This is an optimization exercise on Yosys and OpenROAD, whose aim is small area, a short achievable clock period and few clock cycles, not a production implementation. RTL that was checked went through simulation tests only; none was proved equivalent to the original. No functional check of the RTL was part of runs 2 and 3. No activity file was given, so power comes from the tool's default toggle rates.

## flow/design.v (module list and top-level ports; edited modules follow where they fit)
// module ycbcrBlockTop: 1679 lines
module ycbcrBlockTop (
    input  logic        clk,
    input  logic        rst_n,
    input  logic        enable,
    input  logic [63:0] dataRead,
    output logic [10:0] sramRaddr,
    output logic [10:0] sramWaddr,
    output logic [63:0] dataWrite,
    output logic        wen,
    output logic        valid
);
  // ...
==> flow/run.sh <==
#!/bin/bash
# synth_recipe.tcl (not shown) runs the flow's synth.tcl, then flattens the netlist and writes it again
# the make line also repeats each setting of config.mk as NAME=value (left out here)
make -C /OpenROAD-flow-scripts/flow DESIGN_CONFIG=/design/flow/config.mk WORK_HOME=/design/flow/orfs CLKGATE_MAP_FILE= SYNTH_SCRIPT=/design/flow/synth_recipe.tcl finish
==> flow/config.mk <==
export PLATFORM = sky130hd
export DESIGN_NAME = ycbcrBlockTop
export DESIGN_NICKNAME = ycbcrBlockTop
export VERILOG_FILES = /design/flow/design.v
export SDC_FILE = /design/flow/constraint.sdc
export NUM_CORES = 4
export LEC_CHECK = 0
export CAP_MARGIN = 20
export CORE_MARGIN = 2
export CORE_UTILIZATION = 40
export SLEW_MARGIN = 20
==> flow/constraint.sdc <==
create_clock -name core_clock -period 5.0 [get_ports {clk}]
set_input_delay 1.0000 -clock core_clock [delete_from_list [all_inputs] [get_ports {clk}]]
set_output_delay 1.0000 -clock core_clock [all_outputs]
set_load 0.01 [all_outputs]
==> summary.md, run 1 <==
| Metric | Value |
|---|---|
| Status | `complete, no violations` |
| Grt met1 use | `0.3051` |
| Cell area after layout | `39470 µm²` |
| First-pass GRT wire length | `134800 µm` |
| Die area | `86450 µm²` |
| FF-to-FF path depth | `9` |
| DRT Wirelength | `89720 µm` |
| Dominant class by area | `multi-input combinational cells` |
| Final ANT Viol Nets | `0` |
| Tap cells | `1080` |
| Most frequent cells in the layout | `dfxtp_1, inv_1, ha_1` |
| Clock Power | `6930 µW` |
| Reported combinational group power | `9510 µW` |
| Post-synth cell types | `71` |
| CP arrival | `4.50 ns` |
| Synthesized flop and latch total | `757` |
| Worst path depth | `9` |
| Post-synthesis average cell area | `11.00 µm²` |
| Clock buffer depth | `3` |
| Final setup fails | `0` |
| Busiest grt layer | `met1` |
| Met3 wire length | `7910 µm` |
| Grt met3 use | `0.05793` |
| WP buf/inv | `4` |
| Root buf cell | `clkbuf_16` |
| Flop pwr share | `0.346` |
| CTS hold repair buffers | `0` |
| Seq/total area | `0.3843` |
| Fillers | `7593` |
| Synth Warn # | `1` |
| Pre-CTS WS | `1.036 ns` |
| Hold Path Depth | `0` |
| Sw Share | `0.3629` |
| Largest net degree at the start of global routing | `73` |
| Non-clk buf share | `0.04185` |
| Non-clock inverter count | `656` |
| Count leader, synth | `dfxtp_1` |
| Synthesized cell area | `33650 µm²` |
| Routed length per placed instance | `20.49 µm` |
| Final non-filler cell total | `4379` |
| Vias in the first global route | `21790` |
| Hold Path End | `cr1_h3[1]$_DFF_P_` |
| Reg2reg end | `y2_s22$_DFF_P_` |
| Final nets | `3859` |
Testbench counts, summed over its fixed seeds: cycles 2,640.
==> run 2: changes to the inputs <==
--- a/flow/design.v
+++ b/flow/design.v
@@ -38,50 +38,52 @@
             valid <= 1'b0;
             phv <= {phv[1:0], phv[2]};
             if (!busy) begin
                 phv <= 3'b001;
                 wbase <= 6'd0; wph <= 2'd0;
                 if (enable) begin busy <= 1'b1; cnt <= 6'd1; end
             end else begin
                 cnt <= cnt + 6'd1;
-                if (cnt >= 6'd5 && cnt < 6'd53) begin
+                if (cnt >= 6'd6 && cnt < 6'd54) begin
                     wen <= 1'b0;
                     case (wph)
                         2'd0: sramWaddr <= {5'd0, wbase + 6'd0};
                         2'd1: sramWaddr <= {5'd0, wbase + 6'd2};
                         2'd2: sramWaddr <= {5'd0, wbase + 6'd1};
                         default: sramWaddr <= {5'd0, wbase};
                     endcase
                     if (wph == 2'd2) begin wph <= 2'd0; wbase <= wbase + 6'd3; end
                     else wph <= wph + 2'd1;
                 end else begin
                     wen <= 1'b1;
                 end
-                if (cnt == 6'd53) valid <= 1'b1;
-                if (cnt == 6'd54) begin busy <= 1'b0; cnt <= 6'd0; end
+                if (cnt == 6'd54) valid <= 1'b1;
+                if (cnt == 6'd55) begin busy <= 1'b0; cnt <= 6'd0; end
             end
         end
     end
     logic [63:0] P0;
     logic [63:0] P1;
     logic [63:0] P2;
     logic [63:0] P3;
     logic [63:0] P4;
     always_ff @(posedge clk) begin
         P0 <= dataRead;
         P1 <= P0;
         P2 <= P1;
         P3 <= P2;
         P4 <= P3;
     end
     logic [7:0] y0_r, y0_g, y0_b, y0_o;
-    assign y0_r = ({8{phv[2]}} & P1[7:0]) | ({8{phv[0]}} & P2[39:32]);
-    assign y0_g = ({8{phv[2]}} & P0[7:0]) | ({8{phv[0]}} & P1[39:32]);
-    assign y0_b = ({8{phv[2]}} & dataRead[7:0]) | ({8{phv[0]}} & P0[39:32]);
+    always_ff @(posedge clk) begin
+        y0_r <= ({8{phv[2]}} & P1[7:0]) | ({8{phv[0]}} & P2[39:32]);
+        y0_g <= ({8{phv[2]}} & P0[7:0]) | ({8{phv[0]}} & P1[39:32]);
+        y0_b <= ({8{phv[2]}} & dataRead[7:0]) | ({8{phv[0]}} & P0[39:32]);
+    end
     wire t_y0_1 = y0_r[6] ^ y0_r[1] ^ y0_g[7];
     wire t_y0_2 = (y0_r[6] & y0_r[1]) | (y0_r[6] & y0_g[7]) | (y0_r[1] & y0_g[7]);
     wire t_y0_3 = y0_r[3] ^ y0_g[4];
     wire t_y0_4 = y0_r[3] & y0_g[4];
     wire t_y0_5 = y0_r[4] ^ y0_g[5] ^ y0_b[5];
     wire t_y0_6 = (y0_r[4] & y0_g[5]) | (y0_r[4] & y0_b[5]) | (y0_g[5] & y0_b[5]);
     wire t_y0_7 = y0_r[5] ^ y0_r[0] ^ y0_g[6];
     wire t_y0_8 = (y0_r[5] & y0_r[0]) | (y0_r[5] & y0_g[6]) | (y0_r[0] & y0_g[6]);
@@ -211,19 +213,21 @@
     assign y0_sum = {1'b0, y0_s14, y0_s13, y0_s12, y0_s11, y0_s10, y0_s9, y0_s8, y0_s7, y0_s6, y0_s5, y0_s4, y0_s3, y0_s2, y0_s1, y0_s0} + {1'b0, y0_s29, y0_s28, y0_s27, y0_s26, y0_s25, y0_s24, y0_s23, y0_s22, y0_s21, y0_s20, y0_s19, y0_s18, y0_s17, y0_s16, y0_s15};
     logic [7:0] y0_h1;
     assign y0_h1 = y0_sum[15:8];
     logic [7:0] y0_h2;
     always_ff @(posedge clk) begin
         y0_h2 <= y0_h1;
     end
     logic [7:0] y1_r, y1_g, y1_b, y1_o;
-    assign y1_r = ({8{phv[2]}} & P1[15:8]) | ({8{phv[0]}} & P2[47:40]);
-    assign y1_g = ({8{phv[2]}} & P0[15:8]) | ({8{phv[0]}} & P1[47:40]);
-    assign y1_b = ({8{phv[2]}} & dataRead[15:8]) | ({8{phv[0]}} & P0[47:40]);
+    always_ff @(posedge clk) begin
+        y1_r <= ({8{phv[2]}} & P1[15:8]) | ({8{phv[0]}} & P2[47:40]);
+        y1_g <= ({8{phv[2]}} & P0[15:8]) | ({8{phv[0]}} & P1[47:40]);
+        y1_b <= ({8{phv[2]}} & dataRead[15:8]) | ({8{phv[0]}} & P0[47:40]);
+    end
     wire t_y1_1 = y1_r[6] ^ y1_r[1] ^ y1_g[7];
     wire t_y1_2 = (y1_r[6] & y1_r[1]) | (y1_r[6] & y1_g[7]) | (y1_r[1] & y1_g[7]);
     wire t_y1_3 = y1_r[3] ^ y1_g[4];
     wire t_y1_4 = y1_r[3] & y1_g[4];
     wire t_y1_5 = y1_r[4] ^ y1_g[5] ^ y1_b[5];
     wire t_y1_6 = (y1_r[4] & y1_g[5]) | (y1_r[4] & y1_b[5]) | (y1_g[5] & y1_b[5]);
     wire t_y1_7 = y1_r[5] ^ y1_r[0] ^ y1_g[6];
     wire t_y1_8 = (y1_r[5] & y1_r[0]) | (y1_r[5] & y1_g[6]) | (y1_r[0] & y1_g[6]);
@@ -353,19 +357,21 @@
     assign y1_sum = {1'b0, y1_s14, y1_s13, y1_s12, y1_s11, y1_s10, y1_s9, y1_s8, y1_s7, y1_s6, y1_s5, y1_s4, y1_s3, y1_s2, y1_s1, y1_s0} + {1'b0, y1_s29, y1_s28, y1_s27, y1_s26, y1_s25, y1_s24, y1_s23, y1_s22, y1_s21, y1_s20, y1_s19, y1_s18, y1_s17, y1_s16, y1_s15};
     logic [7:0] y1_h1;
     assign y1_h1 = y1_sum[15:8];
     logic [7:0] y1_h2;
     always_ff @(posedge clk) begin
         y1_h2 <= y1_h1;
     end
     logic [7:0] y2_r, y2_g, y2_b, y2_o;
-    assign y2_r = ({8{phv[2]}} & P1[23:16]) | ({8{phv[0]}} & P2[55:48]);
-    assign y2_g = ({8{phv[2]}} & P0[23:16]) | ({8{phv[0]}} & P1[55:48]);
-    assign y2_b = ({8{phv[2]}} & dataRead[23:16]) | ({8{phv[0]}} & P0[55:48]);
+    always_ff @(posedge clk) begin
+        y2_r <= ({8{phv[2]}} & P1[23:16]) | ({8{phv[0]}} & P2[55:48]);
+        y2_g <= ({8{phv[2]}} & P0[23:16]) | ({8{phv[0]}} & P1[55:48]);
+        y2_b <= ({8{phv[2]}} & dataRead[23:16]) | ({8{phv[0]}} & P0[55:48]);
+    end
     wire t_y2_1 = y2_r[6] ^ y2_r[1] ^ y2_g[7];
     wire t_y2_2 = (y2_r[6] & y2_r[1]) | (y2_r[6] & y2_g[7]) | (y2_r[1] & y2_g[7]);
     wire t_y2_3 = y2_r[3] ^ y2_g[4];
     wire t_y2_4 = y2_r[3] & y2_g[4];
     wire t_y2_5 = y2_r[4] ^ y2_g[5] ^ y2_b[5];
     wire t_y2_6 = (y2_r[4] & y2_g[5]) | (y2_r[4] & y2_b[5]) | (y2_g[5] & y2_b[5]);
     wire t_y2_7 = y2_r[5] ^ y2_r[0] ^ y2_g[6];
     wire t_y2_8 = (y2_r[5] & y2_r[0]) | (y2_r[5] & y2_g[6]) | (y2_r[0] & y2_g[6]);
@@ -495,19 +501,21 @@
     assign y2_sum = {1'b0, y2_s14, y2_s13, y2_s12, y2_s11, y2_s10, y2_s9, y2_s8, y2_s7, y2_s6, y2_s5, y2_s4, y2_s3, y2_s2, y2_s1, y2_s0} + {1'b0, y2_s29, y2_s28, y2_s27, y2_s26, y2_s25, y2_s24, y2_s23, y2_s22, y2_s21, y2_s20, y2_s19, y2_s18, y2_s17, y2_s16, y2_s15};
     logic [7:0] y2_h1;
     assign y2_h1 = y2_sum[15:8];
     logic [7:0] y2_h2;
     always_ff @(posedge clk) begin
         y2_h2 <= y2_h1;
     end
     logic [7:0] y3_r, y3_g, y3_b, y3_o;
-    assign y3_r = ({8{phv[2]}} & P1[31:24]) | ({8{phv[0]}} & P2[63:56]);
-    assign y3_g = ({8{phv[2]}} & P0[31:24]) | ({8{phv[0]}} & P1[63:56]);
-    assign y3_b = ({8{phv[2]}} & dataRead[31:24]) | ({8{phv[0]}} & P0[63:56]);
+    always_ff @(posedge clk) begin
+        y3_r <= ({8{phv[2]}} & P1[31:24]) | ({8{phv[0]}} & P2[63:56]);
+        y3_g <= ({8{phv[2]}} & P0[31:24]) | ({8{phv[0]}} & P1[63:56]);
+        y3_b <= ({8{phv[2]}} & dataRead[31:24]) | ({8{phv[0]}} & P0[63:56]);
+    end
     wire t_y3_1 = y3_r[6] ^ y3_r[1] ^ y3_g[7];
     wire t_y3_2 = (y3_r[6] & y3_r[1]) | (y3_r[6] & y3_g[7]) | (y3_r[1] & y3_g[7]);
     wire t_y3_3 = y3_r[3] ^ y3_g[4];
     wire t_y3_4 = y3_r[3] & y3_g[4];
     wire t_y3_5 = y3_r[4] ^ y3_g[5] ^ y3_b[5];
     wire t_y3_6 = (y3_r[4] & y3_g[5]) | (y3_r[4] & y3_b[5]) | (y3_g[5] & y3_b[5]);
     wire t_y3_7 = y3_r[5] ^ y3_r[0] ^ y3_g[6];
     wire t_y3_8 = (y3_r[5] & y3_r[0]) | (y3_r[5] & y3_g[6]) | (y3_r[0] & y3_g[6]);
@@ -637,19 +645,21 @@
     assign y3_sum = {1'b0, y3_s14, y3_s13, y3_s12, y3_s11, y3_s10, y3_s9, y3_s8, y3_s7, y3_s6, y3_s5, y3_s4, y3_s3, y3_s2, y3_s1, y3_s0} + {1'b0, y3_s29, y3_s28, y3_s27, y3_s26, y3_s25, y3_s24, y3_s23, y3_s22, y3_s21, y3_s20, y3_s19, y3_s18, y3_s17, y3_s16, y3_s15};
     logic [7:0] y3_h1;
     assign y3_h1 = y3_sum[15:8];
     logic [7:0] y3_h2;
     always_ff @(posedge clk) begin
         y3_h2 <= y3_h1;
     end
     logic [7:0] cr0_r, cr0_g, cr0_b, cr0_o;
-    assign cr0_r = ({8{phv[2]}} & P1[7:0]) | ({8{phv[0]}} & P2[31:24]) | ({8{phv[1]}} & P3[55:48]);
-    assign cr0_g = ({8{phv[2]}} & P0[7:0]) | ({8{phv[0]}} & P1[31:24]) | ({8{phv[1]}} & P2[55:48]);
-    assign cr0_b = ({8{phv[2]}} & dataRead[7:0]) | ({8{phv[0]}} & P0[31:24]) | ({8{phv[1]}} & P1[55:48]);
+    always_ff @(posedge clk) begin
+        cr0_r <= ({8{phv[2]}} & P1[7:0]) | ({8{phv[0]}} & P2[31:24]) | ({8{phv[1]}} & P3[55:48]);
+        cr0_g <= ({8{phv[2]}} & P0[7:0]) | ({8{phv[0]}} & P1[31:24]) | ({8{phv[1]}} & P2[55:48]);
+        cr0_b <= ({8{phv[2]}} & dataRead[7:0]) | ({8{phv[0]}} & P0[31:24]) | ({8{phv[1]}} & P1[55:48]);
+    end
     wire t_cr0_1 = cr0_r[3] ^ ~cr0_r[0];
     wire t_cr0_2 = cr0_r[3] & ~cr0_r[0];
     wire t_cr0_3 = cr0_r[4] ^ ~cr0_r[1] ^ ~cr0_g[7];
     wire t_cr0_4 = (cr0_r[4] & ~cr0_r[1]) | (cr0_r[4] & ~cr0_g[7]) | (~cr0_r[1] & ~cr0_g[7]);
     wire t_cr0_5 = cr0_r[5] ^ ~cr0_r[2];
     wire t_cr0_6 = cr0_r[5] & ~cr0_r[2];
     wire t_cr0_7 = cr0_r[6] ^ ~cr0_r[3];
     wire t_cr0_8 = cr0_r[6] & ~cr0_r[3];
@@ -801,19 +811,21 @@
     assign cr0_h1 = ~cr0_sum[15:8];
     logic [7:0] cr0_h2;
     logic [7:0] cr0_h3;
     always_ff @(posedge clk) begin
         cr0_h2 <= cr0_h1;
         cr0_h3 <= cr0_h2;
     end
     logic [7:0] cr1_r, cr1_g, cr1_b, cr1_o;
-    assign cr1_r = ({8{phv[2]}} & P1[15:8]) | ({8{phv[0]}} & P2[39:32]) | ({8{phv[1]}} & P3[63:56]);
-    assign cr1_g = ({8{phv[2]}} & P0[15:8]) | ({8{phv[0]}} & P1[39:32]) | ({8{phv[1]}} & P2[63:56]);
-    assign cr1_b = ({8{phv[2]}} & dataRead[15:8]) | ({8{phv[0]}} & P0[39:32]) | ({8{phv[1]}} & P1[63:56]);
+    always_ff @(posedge clk) begin
+        cr1_r <= ({8{phv[2]}} & P1[15:8]) | ({8{phv[0]}} & P2[39:32]) | ({8{phv[1]}} & P3[63:56]);
+        cr1_g <= ({8{phv[2]}} & P0[15:8]) | ({8{phv[0]}} & P1[39:32]) | ({8{phv[1]}} & P2[63:56]);
+        cr1_b <= ({8{phv[2]}} & dataRead[15:8]) | ({8{phv[0]}} & P0[39:32]) | ({8{phv[1]}} & P1[63:56]);
+    end
     wire t_cr1_1 = cr1_r[3] ^ ~cr1_r[0];
     wire t_cr1_2 = cr1_r[3] & ~cr1_r[0];
     wire t_cr1_3 = cr1_r[4] ^ ~cr1_r[1] ^ ~cr1_g[7];
     wire t_cr1_4 = (cr1_r[4] & ~cr1_r[1]) | (cr1_r[4] & ~cr1_g[7]) | (~cr1_r[1] & ~cr1_g[7]);
     wire t_cr1_5 = cr1_r[5] ^ ~cr1_r[2];
     wire t_cr1_6 = cr1_r[5] & ~cr1_r[2];
     wire t_cr1_7 = cr1_r[6] ^ ~cr1_r[3];
     wire t_cr1_8 = cr1_r[6] & ~cr1_r[3];
@@ -965,19 +977,21 @@
     assign cr1_h1 = ~cr1_sum[15:8];
     logic [7:0] cr1_h2;
     logic [7:0] cr1_h3;
     always_ff @(posedge clk) begin
         cr1_h2 <= cr1_h1;
         cr1_h3 <= cr1_h2;
     end
     logic [7:0] cr2_r, cr2_g, cr2_b, cr2_o;
-    assign cr2_r = ({8{phv[2]}} & P1[23:16]) | ({8{phv[0]}} & P2[47:40]);
-    assign cr2_g = ({8{phv[2]}} & P0[23:16]) | ({8{phv[0]}} & P1[47:40]);
-    assign cr2_b = ({8{phv[2]}} & dataRead[23:16]) | ({8{phv[0]}} & P0[47:40]);
+    always_ff @(posedge clk) begin
+        cr2_r <= ({8{phv[2]}} & P1[23:16]) | ({8{phv[0]}} & P2[47:40]);
+        cr2_g <= ({8{phv[2]}} & P0[23:16]) | ({8{phv[0]}} & P1[47:40]);
+        cr2_b <= ({8{phv[2]}} & dataRead[23:16]) | ({8{phv[0]}} & P0[47:40]);
+    end
     wire t_cr2_1 = cr2_r[3] ^ ~cr2_r[0];
     wire t_cr2_2 = cr2_r[3] & ~cr2_r[0];
     wire t_cr2_3 = cr2_r[4] ^ ~cr2_r[1] ^ ~cr2_g[7];
     wire t_cr2_4 = (cr2_r[4] & ~cr2_r[1]) | (cr2_r[4] & ~cr2_g[7]) | (~cr2_r[1] & ~cr2_g[7]);
     wire t_cr2_5 = cr2_r[5] ^ ~cr2_r[2];
     wire t_cr2_6 = cr2_r[5] & ~cr2_r[2];
     wire t_cr2_7 = cr2_r[6] ^ ~cr2_r[3];
     wire t_cr2_8 = cr2_r[6] & ~cr2_r[3];
@@ -1129,19 +1143,21 @@
     assign cr2_h1 = ~cr2_sum[15:8];
     logic [7:0] cr2_h2;
     logic [7:0] cr2_h3;
     always_ff @(posedge clk) begin
         cr2_h2 <= cr2_h1;
         cr2_h3 <= cr2_h2;
     end
     logic [7:0] cb0_r, cb0_g, cb0_b, cb0_o;
-    assign cb0_r = ({8{phv[0]}} & P2[7:0]) | ({8{phv[1]}} & P3[31:24]) | ({8{phv[2]}} & P4[55:48]);
-    assign cb0_g = ({8{phv[0]}} & P1[7:0]) | ({8{phv[1]}} & P2[31:24]) | ({8{phv[2]}} & P3[55:48]);
-    assign cb0_b = ({8{phv[0]}} & P0[7:0]) | ({8{phv[1]}} & P1[31:24]) | ({8{phv[2]}} & P2[55:48]);
+    always_ff @(posedge clk) begin
+        cb0_r <= ({8{phv[0]}} & P2[7:0]) | ({8{phv[1]}} & P3[31:24]) | ({8{phv[2]}} & P4[55:48]);
+        cb0_g <= ({8{phv[0]}} & P1[7:0]) | ({8{phv[1]}} & P2[31:24]) | ({8{phv[2]}} & P3[55:48]);
+        cb0_b <= ({8{phv[0]}} & P0[7:0]) | ({8{phv[1]}} & P1[31:24]) | ({8{phv[2]}} & P2[55:48]);
+    end
     wire t_cb0_1 = cb0_r[4] ^ cb0_r[3];
     wire t_cb0_2 = cb0_r[4] & cb0_r[3];
     wire t_cb0_3 = cb0_r[5] ^ cb0_r[4] ^ cb0_r[1];
     wire t_cb0_4 = (cb0_r[5] & cb0_r[4]) | (cb0_r[5] & cb0_r[1]) | (cb0_r[4] & cb0_r[1]);
     wire t_cb0_5 = cb0_g[5] ^ cb0_g[3];
     wire t_cb0_6 = cb0_g[5] & cb0_g[3];
     wire t_cb0_7 = cb0_r[6] ^ cb0_r[5] ^ cb0_r[2];
     wire t_cb0_8 = (cb0_r[6] & cb0_r[5]) | (cb0_r[6] & cb0_r[2]) | (cb0_r[5] & cb0_r[2]);
@@ -1313,19 +1329,21 @@
     assign cb0_h1 = ~cb0_sum[15:8];
     logic [7:0] cb0_h2;
     logic [7:0] cb0_h3;
     always_ff @(posedge clk) begin
         cb0_h2 <= cb0_h1;
         cb0_h3 <= cb0_h2;
     end
     logic [7:0] cb1_r, cb1_g, cb1_b, cb1_o;
-    assign cb1_r = ({8{phv[0]}} & P2[15:8]) | ({8{phv[1]}} & P3[39:32]) | ({8{phv[2]}} & P4[63:56]);
-    assign cb1_g = ({8{phv[0]}} & P1[15:8]) | ({8{phv[1]}} & P2[39:32]) | ({8{phv[2]}} & P3[63:56]);
-    assign cb1_b = ({8{phv[0]}} & P0[15:8]) | ({8{phv[1]}} & P1[39:32]) | ({8{phv[2]}} & P2[63:56]);
+    always_ff @(posedge clk) begin
+        cb1_r <= ({8{phv[0]}} & P2[15:8]) | ({8{phv[1]}} & P3[39:32]) | ({8{phv[2]}} & P4[63:56]);
+        cb1_g <= ({8{phv[0]}} & P1[15:8]) | ({8{phv[1]}} & P2[39:32]) | ({8{phv[2]}} & P3[63:56]);
+        cb1_b <= ({8{phv[0]}} & P0[15:8]) | ({8{phv[1]}} & P1[39:32]) | ({8{phv[2]}} & P2[63:56]);
+    end
     wire t_cb1_1 = cb1_r[4] ^ cb1_r[3];
     wire t_cb1_2 = cb1_r[4] & cb1_r[3];
     wire t_cb1_3 = cb1_r[5] ^ cb1_r[4] ^ cb1_r[1];
     wire t_cb1_4 = (cb1_r[5] & cb1_r[4]) | (cb1_r[5] & cb1_r[1]) | (cb1_r[4] & cb1_r[1]);
     wire t_cb1_5 = cb1_g[5] ^ cb1_g[3];
     wire t_cb1_6 = cb1_g[5] & cb1_g[3];
     wire t_cb1_7 = cb1_r[6] ^ cb1_r[5] ^ cb1_r[2];
     wire t_cb1_8 = (cb1_r[6] & cb1_r[5]) | (cb1_r[6] & cb1_r[2]) | (cb1_r[5] & cb1_r[2]);
@@ -1497,19 +1515,21 @@
     assign cb1_h1 = ~cb1_sum[15:8];
     logic [7:0] cb1_h2;
     logic [7:0] cb1_h3;
     always_ff @(posedge clk) begin
         cb1_h2 <= cb1_h1;
         cb1_h3 <= cb1_h2;
     end
     logic [7:0] cb2_r, cb2_g, cb2_b, cb2_o;
-    assign cb2_r = ({8{phv[0]}} & P2[23:16]) | ({8{phv[1]}} & P3[47:40]);
-    assign cb2_g = ({8{phv[0]}} & P1[23:16]) | ({8{phv[1]}} & P2[47:40]);
-    assign cb2_b = ({8{phv[0]}} & P0[23:16]) | ({8{phv[1]}} & P1[47:40]);
+    always_ff @(posedge clk) begin
+        cb2_r <= ({8{phv[0]}} & P2[23:16]) | ({8{phv[1]}} & P3[47:40]);
+        cb2_g <= ({8{phv[0]}} & P1[23:16]) | ({8{phv[1]}} & P2[47:40]);
+        cb2_b <= ({8{phv[0]}} & P0[23:16]) | ({8{phv[1]}} & P1[47:40]);
+    end
     wire t_cb2_1 = cb2_r[4] ^ cb2_r[3];
     wire t_cb2_2 = cb2_r[4] & cb2_r[3];
     wire t_cb2_3 = cb2_r[5] ^ cb2_r[4] ^ cb2_r[1];
     wire t_cb2_4 = (cb2_r[5] & cb2_r[4]) | (cb2_r[5] & cb2_r[1]) | (cb2_r[4] & cb2_r[1]);
     wire t_cb2_5 = cb2_g[5] ^ cb2_g[3];
     wire t_cb2_6 = cb2_g[5] & cb2_g[3];
     wire t_cb2_7 = cb2_r[6] ^ cb2_r[5] ^ cb2_r[2];
     wire t_cb2_8 = (cb2_r[6] & cb2_r[5]) | (cb2_r[6] & cb2_r[2]) | (cb2_r[5] & cb2_r[2]);
@@ -1681,13 +1701,13 @@
     assign cb2_h1 = ~cb2_sum[15:8];
     logic [7:0] cb2_h2;
     logic [7:0] cb2_h3;
     always_ff @(posedge clk) begin
         cb2_h2 <= cb2_h1;
         cb2_h3 <= cb2_h2;
     end
     always_ff @(posedge clk) begin
-        dataWrite <= ({64{phv[1]}} & {y3_h1, y2_h1, y1_h1, y0_h1, y3_h2, y2_h2, y1_h2, y0_h2})
-            | ({64{phv[2]}} & {cr1_h1, cr0_h1, cr2_h2, cr1_h2, cr0_h2, cr2_h3, cr1_h3, cr0_h3})
-            | ({64{phv[0]}} & {cb1_h1, cb0_h1, cb2_h2, cb1_h2, cb0_h2, cb2_h3, cb1_h3, cb0_h3});
+        dataWrite <= ({64{phv[2]}} & {y3_h1, y2_h1, y1_h1, y0_h1, y3_h2, y2_h2, y1_h2, y0_h2})
+            | ({64{phv[0]}} & {cr1_h1, cr0_h1, cr2_h2, cr1_h2, cr0_h2, cr2_h3, cr1_h3, cr0_h3})
+            | ({64{phv[1]}} & {cb1_h1, cb0_h1, cb2_h2, cb1_h2, cb0_h2, cb2_h3, cb1_h3, cb0_h3});
     end
 endmodule
==> flow/config.mk (replaced) <==
export PLATFORM = sky130hd
export DESIGN_NAME = ycbcrBlockTop
export DESIGN_NICKNAME = ycbcrBlockTop
export VERILOG_FILES = /design/flow/design.v
export SDC_FILE = /design/flow/constraint.sdc
export NUM_CORES = 4
export LEC_CHECK = 0
export CAP_MARGIN = 20
export CORE_MARGIN = 2
export CORE_UTILIZATION = 40
export CTS_BUF_LIST = sky130_fd_sc_hd__clkbuf_4 sky130_fd_sc_hd__clkbuf_8
export CTS_CLUSTER_SIZE = 30
export SETUP_SLACK_MARGIN = 2.2
export SLEW_MARGIN = 20
==> summary.md, run 2 <==
| Metric | Value |
|---|---|
| Status | `complete, no violations (unchanged)` |
| Initial core utilization | `0.4027 (was 0.4033)` |
| Root buf cell | `clkbuf_8 (was clkbuf_16)` |
| Die X | `315.5 µm (was 294.0 µm)` |
| FF-to-FF Start | `cb0_r[2]$_DFF_P_ (was phv[0]$_SDFF_PN1_)` |
| Leakage Power | `0.02187 µW (was 0.01873 µW)` |
| Crit end category | `flip-flop (unchanged)` |
| Register area share after synthesis | `0.5141 (was 0.4504)` |
| Synthesized cell area | `38820 µm² (was 33650 µm²)` |
| Worst VDD drop | `0.0002929 V (was 0.0002854 V)` |
| Worst path depth | `8 (was 9)` |
| Slew @ Worst Pin | `1.219 ns (was 1.127 ns)` |
| Vias/cell | `4.658 (was 4.899)` |
| First-pass GRT wire length | `142400 µm (was 134800 µm)` |
| Number of synthesized flops with an enable pin | `0 (unchanged)` |
| Clock latency (worst-skew pair) | `0.83 ns (was 0.64 ns)` |
| Dpl hpwl | `74440 µm (was 71940 µm)` |
| Crit-path cells | `inv_1 > fa_1 > inv_1 > fa_1 > inv_1 > fa_1 > inv_1 > fa_1 (was buf_4 > buf_4 > a22o_1 > inv_1 > fa_1 > inv_1 > fa_1 > fa_1 > fa_1)` |
| Top cell type's share of synthesized area | `0.5141 (was 0.4504)` |
| 1st-iter DRT viols | `1853 (was 1966)` |
| Clock buffer depth | `3 (unchanged)` |
| Total GRT Usage | `0.1943 (was 0.2103)` |
| WP buf/inv | `4 (unchanged)` |
| Most frequent cells in the layout | `dfxtp_1, inv_1, nand2_1 (was dfxtp_1, inv_1, ha_1)` |
| IO Pins | `155 (unchanged)` |
| Critical path required time | `5.68 ns (was 5.51 ns)` |
| Vias in the first global route | `24040 (was 21790)` |
| Via count | `23590 (was 21450)` |
| Syn Inst Count | `3432 (was 3060)` |
| Largest net degree at the start of global routing | `207 (was 73)` |
| Row count | `114 (was 106)` |
| # DRC | `0 (unchanged)` |
| Die area | `99570 µm² (was 86450 µm²)` |
| Synth area leader | `dfxtp_1 (unchanged)` |
| Routed length per placed instance | `18.83 µm (was 20.49 µm)` |
| Num CTS Buffers | `163 (was 84)` |
| GP Congestion | `0.8922 (was 0.9062)` |
| Placed cell areas | `41570 µm² (was 36290 µm²)` |
| Hold Startpoint | `cr2_b[0]$_DFF_P_ (was cr1_h2[1]$_DFF_P_)` |
| Worst setup SP type | `flip-flop (unchanged)` |
| Reg2reg end | `cb0_s20$_DFF_P_ (was y2_s22$_DFF_P_)` |
| Setup Buffers After CTS | `0 (unchanged)` |
| Pins Over Slew Limit | `0 (unchanged)` |
| Max-Cap Viols | `0 (unchanged)` |
| Crit path from | `cb0_r[2]$_DFF_P_ (was phv[0]$_SDFF_PN1_)` |
| Hold Path End | `cr2_s18$_DFF_P_ (was cr1_h3[1]$_DFF_P_)` |
| Clk_skew | `0.04432 ns (was 0.02846 ns)` |
| PwrDens | `623.6 nW/µm² (was 636.8 nW/µm²)` |
| Core Box Area | `96420 µm² (was 83420 µm²)` |
| Post-synth cell types | `65 (was 71)` |
| Unrepaired setup endpoints after global routing | `yes (was no)` |
| Crit-path slowest cell | `fa_1 (was dfxtp_4)` |
| Synthesized flop and latch total | `997 (was 757)` |
| Count leader, synth | `dfxtp_1 (unchanged)` |
| CP peak stage delay | `0.53 ns (was 0.90 ns)` |
| Setup TNS Final | `0 ns (unchanged)` |
| Synth Flop Type | `dfxtp_1 (unchanged)` |
| Reg clk slew, reported paths | `0.06 ns (about the same)` |
| Final period utilization | `0.5462 (was 0.7979)` |
| Final Hold Fails | `0 (unchanged)` |
| H-tree depth | `4 (was 3)` |
| DRT Wirelength | `95400 µm (was 89720 µm)` |
| Top cells by count, synth | `dfxtp_1, inv_1, nand2_1 (was dfxtp_1, inv_1, ha_1)` |
| Fmax | `0.3662 GHz (was 0.2507 GHz)` |
| Worst hold path class | `flip-flop to flip-flop (unchanged)` |
| Async S/R FF share, synth | `0 (unchanged)` |
| Crit path max fanout | `2 (was 66)` |
| Worst Setup Path Type | `flip-flop to flip-flop (unchanged)` |
| Final nets | `4299 (was 3859)` |
| Synth Warn # | `1 (unchanged)` |
| Antenna violations before repair | `7 (was 5)` |
| FF-to-FF path depth | `8 (was 9)` |
| Commonest non-fill, non-tap cell in the layout | `dfxtp_1 (unchanged)` |
| Largest delay share family, worst path | `adder cells (unchanged)` |
| Area growth syn-to-layout | `16.69% (was 17.30%)` |
| CP arrival | `3.41 ns (was 4.50 ns)` |
| Remaining global-route overflow | `0 (unchanged)` |
| Post-layout minimum cycle time | `2.731 ns (was 3.990 ns)` |
| Die H | `315.5 µm (was 294.0 µm)` |
| CTS tree | `built (unchanged)` |
| Synth top area cells | `dfxtp_1, fa_1, ha_1, inv_1, nand2_1 (was dfxtp_1, fa_1, ha_1, inv_1, a222oi_1)` |
| R2R setup slack | `2.27 ns (was 1.01 ns)` |
| Clock sinks | `997 (was 757)` |
| Share of post-route cells with drive strength above 1 | `0.08745 (was 0.06186)` |
| Rel. slew slack | `0.1812 (was 0.2434)` |
| Final ANT Viol Nets | `0 (unchanged)` |
| Final setup fails | `0 (unchanged)` |
| Hold Path Depth | `0 (unchanged)` |
| Port bufs | `144 (unchanged)` |
| Drt pass-1 iters | `10 (was 7)` |
| Cell area after layout | `45300 µm² (was 39470 µm²)` |
| Post-synthesis average cell area | `11.31 µm² (was 11.00 µm²)` |
## run 2: cell types whose count changed in the layout (fill, tap and decap cells not counted), sizes merged, moves of 12 or more
cell,before,now
xnor2,66,48
fa,275,293
clkbuf,109,244
clkdlybuf4s50,144,132
buf,24,5
a22oi,69,5
dfxtp,757,997
dlygate4sd2,0,12
a21o,22,43
nand2,235,308
inv,660,765
## run 2: final cells by class
type,count,area (µm²)
fill,8891,51120
sequential,997,20000
multi-input combinational,1592,15680
clock buffer,244,3089
inverter,756,2838
tap,1276,1597
timing repair buffer,149,1489
clock inverter,47,608.1
antenna,4,10.01
## run 2: through the flow
stage                 util  std cells  total power, µW  worst slack, ns  hold WS (ns)
floorplan                -       3441            16780            2.329        0.3096
global route        0.4698       5062            30160            2.154        0.3302
CTS                 0.4695       5061            28540            2.202        0.3313
global placement    0.4311       4770            20520            2.239        0.3137
finish              0.4698       5065            28250            2.269        0.3313
detailed placement  0.4311       4770            20610            2.231        0.3189
## run 2: worst max path at each step
stage / to / slack [ns]
after global routing: cb0_s20$_DFF_P_ / 2.15
after detailed placement: cb0_s20$_DFF_P_ / 2.23
final: cb0_s20$_DFF_P_ / 2.27
after floorplan: cb0_s20$_DFF_P_ / 2.33
after global placement: cb2_s20$_DFF_P_ / 2.24
after CTS: cb2_s20$_DFF_P_ / 2.20
## run 2: cell families (layout without fill, tap and decap cells)
group / after synthesis / in the layout / share of synthesized area
muxes: 1 / 1 / 0.0002578
other: 1 / 14 / 0.00009659
xor gates and xnor gates: 75 / 75 / 0.01692
adders and majority gates: 573 / 573 / 0.2413
AOI/OAI and AO/OA: 441 / 441 / 0.08943
DFF: 997 / 997 / 0.5141
and+or+nand+nor: 492 / 492 / 0.05456
buffers and inverters: 852 / 1196 / 0.08334
## run 2: routing by layer
metal / up-vias / routed length, µm / global-route usage
li1: 11450 / - / -
met1: 11280 / 42540 / 0.2556
met2: 699 / 42910 / 0.3037
met3: 154 / 6584 / 0.05096
met4: 2 / 3353 / 0.08165
met5: - / 10 / 0
## run 2: report_power, final
part	internal [µW]	total, µW	switching, µW
registers	10100	11100	1000
clock network	4480	7810	3330
logic	3850	9390	5530
## run 2: timing repair
action / CTS / global route
endpoints found under the setup margin: 13 / 9
pin swaps: 0 / 1
hold buffers: 0 / 0
gates resized for setup: 24 / 11
==> run 3: changes to the inputs <==
==> flow/flow/run.sh (new file) <==
#!/bin/bash
# Standard layout, with one netlist clean-up between synthesis and floorplan:
# fixinv.py flips full adders to remove the inverter pairs that Yosys's
# extract_fa leaves between them (logic unchanged, registers untouched).
set -euo pipefail
R=orfs/results/${FLOW_PLATFORM}/ycbcrBlockTop/base
bash standard.sh synth > synth.log 2>&1
cp $R/1_2_yosys.v $R/1_2_yosys.std.v
python3 flow/fixinv.py $R/1_2_yosys.std.v $R/1_2_yosys.v > fixinv.log 2>&1
rm -f $R/1_synth.odb $R/1_synth.sdc
bash standard.sh > layout.log 2>&1
==> flow/flow/fixinv.py (new file) <==
#!/usr/bin/env python3
"""Remove inverters around full adders in a flat Yosys netlist.

A full adder is self-dual: FA(~a, ~b, ~c) = (~sum, ~cout).  Yosys's
extract_fa picks either polarity for each adder it finds, which leaves
pairs of inverters between adders.  For each sky130 fa cell this flips the
adder (feeds it the complements of its inputs, so its outputs carry the
complements of the old ones) whenever that lowers the number of inverter
cells, and repeats until no flip helps.  The logic function of every net
that drives a non-inverter load stays the same.

usage: fixinv.py IN.v OUT.v
"""
import re
import sys
from collections import defaultdict

INV = "sky130_fd_sc_hd__inv_1"
FA_PREFIX = "sky130_fd_sc_hd__fa_"
OUT_PINS = {"Y", "X", "Q", "Q_N", "SUM", "COUT", "HI", "LO"}

CELL_RE = re.compile(r"^\s*(sky130_fd_sc_hd__\w+)\s+(\S+)\s*\((.*?)\);", re.S | re.M)
PIN_RE = re.compile(r"\.(\w+)\(([^()]*)\)")


class Netlist:
    def __init__(self, text):
        first = CELL_RE.search(text)
        self.head = text[:first.start()]
        endm = text.rindex("endmodule")
        self.tail = text[endm:]
        self.cells = {}
        self.order = []
        for m in CELL_RE.finditer(text, first.start(), endm):
            typ, name, body = m.group(1), m.group(2), m.group(3)
            pins = [(p, n.strip()) for p, n in PIN_RE.findall(body)]
            self.cells[name] = [typ, dict(pins), [p for p, _ in pins]]
            self.order.append(name)
        # module ports that are outputs count as fixed loads
        self.outputs = set()
        for m in re.finditer(r"^\s*output\s+(\[(\d+):(\d+)\]\s+)?(\S+);", self.head, re.M):
            if m.group(1):
                hi, lo = int(m.group(2)), int(m.group(3))
                for i in range(min(hi, lo), max(hi, lo) + 1):
                    self.outputs.add(f"{m.group(4)}[{i}]")
            else:
                self.outputs.add(m.group(4))
        self.newnets = []
        self.uid = 0
        self.rebuild()

    def rebuild(self):
        self.drv = {}
        self.loads = defaultdict(list)
        for name, (typ, pins, _) in self.cells.items():
            for p, n in pins.items():
                if p in OUT_PINS:
                    self.drv[n] = (name, p)
                else:
                    self.loads[n].append((name, p))

    def is_inv(self, name):
        return self.cells[name][0] == INV

    def inv_of(self, net):
        """a net carrying ~net that exists already, or None"""
        d = self.drv.get(net)
        if d and self.is_inv(d[0]):
            return self.cells[d[0]][1]["A"]
        for (c, p) in self.loads.get(net, []):
            if self.is_inv(c):
                return self.cells[c][1]["Y"]
        return None

    def fixed_loads(self, net):
        """loads that need the net's own polarity"""
        n = sum(1 for c, p in self.loads.get(net, []) if not self.is_inv(c))
        if net in self.outputs:
            n += 1
        return n

    def flip_gain(self, fa):
        typ, pins, _ = self.cells[fa]
        gain = 0
        for p in ("A", "B", "CIN"):
            n = pins[p]
            d = self.drv.get(n)
            if d and self.is_inv(d[0]):
                # the adder would use the inverter's input; the inverter goes
                # if nothing else uses it
                others = [l for l in self.loads[n] if l != (fa, p)]
                if not others and n not in self.outputs:
                    gain += 1
            elif self.inv_of(n) is None:
                gain -= 1
        for p in ("SUM", "COUT"):
            n = pins[p]
            invloads = [c for c, q in self.loads.get(n, []) if self.is_inv(c)]
            gain += len(invloads)
            if self.fixed_loads(n):
                gain -= 1
        return gain

    def new_net(self):
        self.uid += 1
        n = f"_fixinv_{self.uid}_"
        self.newnets.append(n)
        return n

    def add_inv(self, a, y):
        self.uid += 1
        name = f"_fixinv_c{self.uid}_"
        self.cells[name] = [INV, {"A": a, "Y": y}, ["A", "Y"]]
        self.drv[y] = (name, "Y")
        self.loads[a].append((name, "A"))
        return name

    def remove_cell(self, name):
        typ, pins, _ = self.cells.pop(name)
        for p, n in pins.items():
            if p in OUT_PINS:
                if self.drv.get(n) == (name, p):
                    del self.drv[n]
            else:
                self.loads[n] = [l for l in self.loads[n] if l != (name, p)]

    def connect(self, cell, pin, net):
        typ, pins, _ = self.cells[cell]
        old = pins[pin]
        if pin in OUT_PINS:
            if self.drv.get(old) == (cell, pin):
                del self.drv[old]
            self.drv[net] = (cell, pin)
        else:
            self.loads[old] = [l for l in self.loads[old] if l != (cell, pin)]
            self.loads[net].append((cell, pin))
        pins[pin] = net

    def flip(self, fa):
        typ, pins, _ = self.cells[fa]
        for p in ("A", "B", "CIN"):
            n = pins[p]
            c = self.inv_of(n)
            if c is None:
                c = self.new_net()
                self.add_inv(n, c)
            self.connect(fa, p, c)
            d = self.drv.get(n)
            if d and self.is_inv(d[0]) and not self.loads[n] and n not in self.outputs:
                self.remove_cell(d[0])
        for p in ("SUM", "COUT"):
            old = pins[p]
            new = self.new_net()
            self.connect(fa, p, new)
            # inverters on the old net now just pass on the new one
            for c, q in list(self.loads.get(old, [])):
                if self.is_inv(c):
                    y = self.cells[c][1]["Y"]
                    for lc, lp in list(self.loads.get(y, [])):
                        self.connect(lc, lp, new)
                    if y in self.outputs:
                        # keep the port's net: drive it with a buffer-free inverter pair
                        raise RuntimeError("inverter drives an output port")
                    self.remove_cell(c)
            if self.fixed_loads(old):
                self.add_inv(new, old)

    def write(self):
        out = [self.head]
        for n in self.newnets:
            out.append(f"  wire {n};\n")
        for name in list(self.cells):
            typ, pins, porder = self.cells[name]
            conns = ",\n".join(f"    .{p}({pins[p]}{' ' if pins[p].startswith(chr(92)) else ''})"
                                for p in porder)
            out.append(f"  {typ} {name} (\n{conns}\n  );\n")
        out.append(self.tail)
        return "".join(out)


def main():
    text = open(sys.argv[1]).read()
    nl = Netlist(text)
    ninv0 = sum(1 for c in nl.cells.values() if c[0] == INV)
    fas = [n for n, c in nl.cells.items() if c[0].startswith(FA_PREFIX)]
    flips = 0
    for _ in range(20):
        changed = False
        for fa in fas:
            if nl.flip_gain(fa) > 0:
                nl.flip(fa)
                flips += 1
                changed = True
        if not changed:
            break
    # drop inverters whose output drives nothing
    while True:
        dead = [n for n, c in nl.cells.items()
                if c[0] == INV and not nl.loads.get(c[1]["Y"]) and c[1]["Y"] not in nl.outputs]
        if not dead:
            break
        for n in dead:
            nl.remove_cell(n)
    ninv1 = sum(1 for c in nl.cells.values() if c[0] == INV)
    open(sys.argv[2], "w").write(nl.write())
    print(f"fixinv: {len(fas)} adders, {flips} flips, inverters {ninv0} -> {ninv1}")


if __name__ == "__main__":
    main()
==> flow/standard.sh (new file) <==
#!/bin/bash
# synth_recipe.tcl (not shown) runs the flow's synth.tcl, then flattens the netlist and writes it again
# the make line also repeats each setting of config.mk as NAME=value (left out here)
make -C /OpenROAD-flow-scripts/flow DESIGN_CONFIG=/design/flow/config.mk WORK_HOME=/design/flow/orfs CLKGATE_MAP_FILE= SYNTH_SCRIPT=/design/flow/synth_recipe.tcl "${@:-finish}"
--- a/flow/config.mk
+++ b/flow/config.mk
@@ -10,5 +10,3 @@
 export CORE_UTILIZATION = 40
-export CTS_BUF_LIST = sky130_fd_sc_hd__clkbuf_4 sky130_fd_sc_hd__clkbuf_8
-export CTS_CLUSTER_SIZE = 30
-export SETUP_SLACK_MARGIN = 2.2
+export SETUP_SLACK_MARGIN = 2.6
 export SLEW_MARGIN = 20
removed: flow/run.sh
==> summary.md, run 3 <==
| Metric | Value |
|---|---|
| DRT Wirelength | `93640 µm (was 95400 µm)` |
| Worst setup SP type | `flip-flop (unchanged)` |
| First-pass GRT wire length | `139900 µm (was 142400 µm)` |
| Num CTS Buffers | `100 (was 163)` |
| Rel. slew slack | `0.3809 (was 0.1812)` |
| Met2 Usage GRT | `0.3078 (was 0.3037)` |
| Grt met1 use | `0.2640 (was 0.2556)` |
| Max-Cap Viols | `0 (unchanged)` |
| Placed cell count | `4411 (was 4770)` |
| Initial core utilization | `0.4028 (was 0.4027)` |
| Post-layout minimum cycle time | `2.524 ns (was 2.731 ns)` |
| Slew @ Worst Pin | `0.9286 ns (was 1.219 ns)` |
| Critical path required time | `5.55 ns (was 5.68 ns)` |
| Post-layout util | `0.4783 (was 0.4698)` |
| Syn Inst Count | `3090 (was 3432)` |
| Leakage Power | `0.02020 µW (was 0.02187 µW)` |
| Commonest non-fill, non-tap cell in the layout | `dfxtp_1 (unchanged)` |
| Core Box Area | `93190 µm² (was 96420 µm²)` |
| Worst hold path class | `flip-flop to flip-flop (unchanged)` |
| Worst VDD drop | `0.0003367 V (was 0.0002929 V)` |
| CP arrival | `3.08 ns (was 3.41 ns)` |
| Reg clk slew, reported paths | `0.06 ns (about the same)` |
| Post-synthesis average cell area | `12.15 µm² (was 11.31 µm²)` |
| Remaining global-route overflow | `0 (unchanged)` |
| Fmax | `0.3961 GHz (was 0.3662 GHz)` |
| Unrepaired setup endpoints after global routing | `yes (unchanged)` |
| H-tree depth | `3 (was 4)` |
| # DRC | `0 (unchanged)` |
| Final setup fails | `0 (unchanged)` |
| GP Congestion | `0.8926 (was 0.8922)` |
| Clock latency (worst-skew pair) | `0.69 ns (was 0.83 ns)` |
| Most frequent cells in the layout | `dfxtp_1, inv_1, nand2_1 (unchanged)` |
| Area growth syn-to-layout | `18.74% (was 16.69%)` |
| Synth Warn # | `1 (unchanged)` |
| CTS tree | `built (unchanged)` |
| Clk_skew | `0.03351 ns (was 0.04432 ns)` |
| Crit end category | `flip-flop (unchanged)` |
| Die H | `310.4 µm (was 315.5 µm)` |
| Final period utilization | `0.5049 (was 0.5462)` |
| 1st-iter DRT viols | `1889 (was 1853)` |
| Busiest grt layer | `met2 (unchanged)` |
| CTS hold repair buffers | `0 (unchanged)` |
| Clock buffer depth | `3 (unchanged)` |
| Pre-CTS WS | `2.259 ns (was 2.231 ns)` |
| Clock sinks | `997 (unchanged)` |
| Final non-filler cell total | `4618 (was 5065)` |
| Row count | `112 (was 114)` |
| Port bufs | `144 (unchanged)` |
| Worst Setup Path Type | `flip-flop to flip-flop (unchanged)` |
| Final nets | `3919 (was 4299)` |
| Share of post-route cells with drive strength above 1 | `0.1211 (was 0.08745)` |
| Die X | `310.4 µm (was 315.5 µm)` |
| Via count | `22250 (was 23590)` |
| Vias/cell | `4.819 (was 4.658)` |
| Total GRT Usage | `0.1975 (was 0.1943)` |
| Fillers | `8277 (was 8891)` |
| Final Hold Fails | `0 (unchanged)` |
| Crit path max fanout | `3 (was 2)` |
| PwrDens | `646.8 nW/µm² (was 623.6 nW/µm²)` |
| Final ANT Viol Nets | `0 (unchanged)` |
| Status | `complete, no violations (unchanged)` |
| Largest net degree at the start of global routing | `106 (was 207)` |
| Die area | `96320 µm² (was 99570 µm²)` |
| Vias in the first global route | `22870 (was 24040)` |
| Setup TNS Final | `0 ns (unchanged)` |
| IO Pins | `155 (unchanged)` |
| Pins Over Slew Limit | `0 (unchanged)` |
| Dpl hpwl | `72690 µm (was 74440 µm)` |
| Synthesized cell area | `37540 µm² (was 38820 µm²)` |
| Grt met3 use | `0.04488 (was 0.05096)` |
| Antenna violations before repair | `7 (unchanged)` |
| Drt pass-1 iters | `9 (was 10)` |
| Root buf cell | `clkbuf_16 (was clkbuf_8)` |
| Setup ws final | `2.476 ns (was 2.269 ns)` |
| Routed length per placed instance | `20.28 µm (was 18.83 µm)` |
run 3: cell count changes in the layout (fill, tap and decap cells not counted), sizes merged, moves of 7 or more:
cell | before | now
inv | 765 | 420
buf | 5 | 30
clkdlybuf4s50 | 132 | 66
clkbuf | 244 | 135
clkinvlp | 0 | 7
dlygate4sd2 | 12 | 73
run 3: power breakdown:
group / switching, µW / internal, µW / total, µW
clock: 3270 / 4660 / 7920
combinational: 5670 / 4170 / 9830
sequential: 1020 / 10100 / 11100
run 3: timing repair:
item	4_1_cts	5_1_grt
gates resized for setup	191	103
hold endpoints to repair	0	0
setup endpoints to repair	164	90
buffers inserted	8	12
pin swaps	51	65
run 3: worst max-delay path: stages (launching register included):
cell and delay [ns]:
dfxtp_4 0.36, fa_2 0.55, inv_1 0.05, fa_2 0.43, fa_2 0.55, inv_2 0.04
fa_1 0.43
run 3: final timing paths:
kind              slack [ns]  cells after the start               to        startpoint
setup reg to reg        2.48                      6  cb2_s23$_DFF_P_  cb2_r[5]$_DFF_P_
hold / removal          0.33                      0  cr2_s18$_DFF_P_  cr2_b[0]$_DFF_P_
setup / recovery        2.48                      6  cb2_s23$_DFF_P_  cb2_r[5]$_DFF_P_
hold reg to reg         0.33                      0  cr2_s18$_DFF_P_  cr2_b[0]$_DFF_P_
run 3: cell type report:
cell class,count,area (µm²),share of cell area
Antenna cell,2,5.005,0.0001123
Clock inverter,51,748.2,0.01679
Multi-Input combinational cell,1592,16220,0.3639
Clock buffer,134,2800,0.06282
Sequential cell,997,20090,0.4508
Timing Repair Buffer,174,1584,0.03553
Inverter,414,1554,0.03486
Tap cell,1254,1569,0.03520
run 3: routing by layer:
metal / routed length (µm) / vias to the layer above / share of wire
li1: - / 10650 / -
met3: 5878 / 191 / 0.063
met5: 42 / - / 0.00045
met2: 41590 / 627 / 0.44
met1: 42090 / 10780 / 0.45
met4: 4047 / 6 / 0.043
run 3: metrics by stage:
stage          hold WS (ns)  area (µm²)  total power [µW]
3_3_place_gp         0.3146       40300             20300
5_1_grt              0.3333       44570             30640
3_5_place_dp         0.3154       40300             20400
2_1_floorplan        0.3096       37590             16640
6_report             0.3287       44580             28830
4_1_cts              0.3307       44100             28490

-- separate check: timing with driven ports --
How much do the figures lean on ideal ports? The routed layouts below were timed once more, with nothing changed but the port constraints. Step 1: set_driving_cell puts a clkbuf_16 on clk and a buf_2 on each other input, an assumption about the parent block. Step 2, shift: input delay + t, output delay - t, t = (earliest + latest rising clock arrival at the registers) / 2. This alone moves slack from input paths to output paths. Three values: ideal, step 1, step 2; two values: the first two.
run	shift t [ns]	slack for setup (ns)	hold slack, ns	worst setup path after step 2	slew at the worst register clock pin (ns)
run 1	0.690	1.010 / 1.010 / 1.010	0.349 / 0.349 / 0.349	register to register	0.07 / 0.07
run 2	0.870	2.269 / 2.239 / 2.269	0.331 / 0.331 / 0.331	register to register	0.07 / 0.07
run 3	0.743	2.476 / 2.476 / 2.267	0.329 / 0.329 / 0.329	input to register	0.07 / 0.07
After both steps setup and hold are still met in every run listed. For run 3, which loses most, drivers alone change the setup slack by 0.000 ns; drivers and shift together by -0.209 ns.
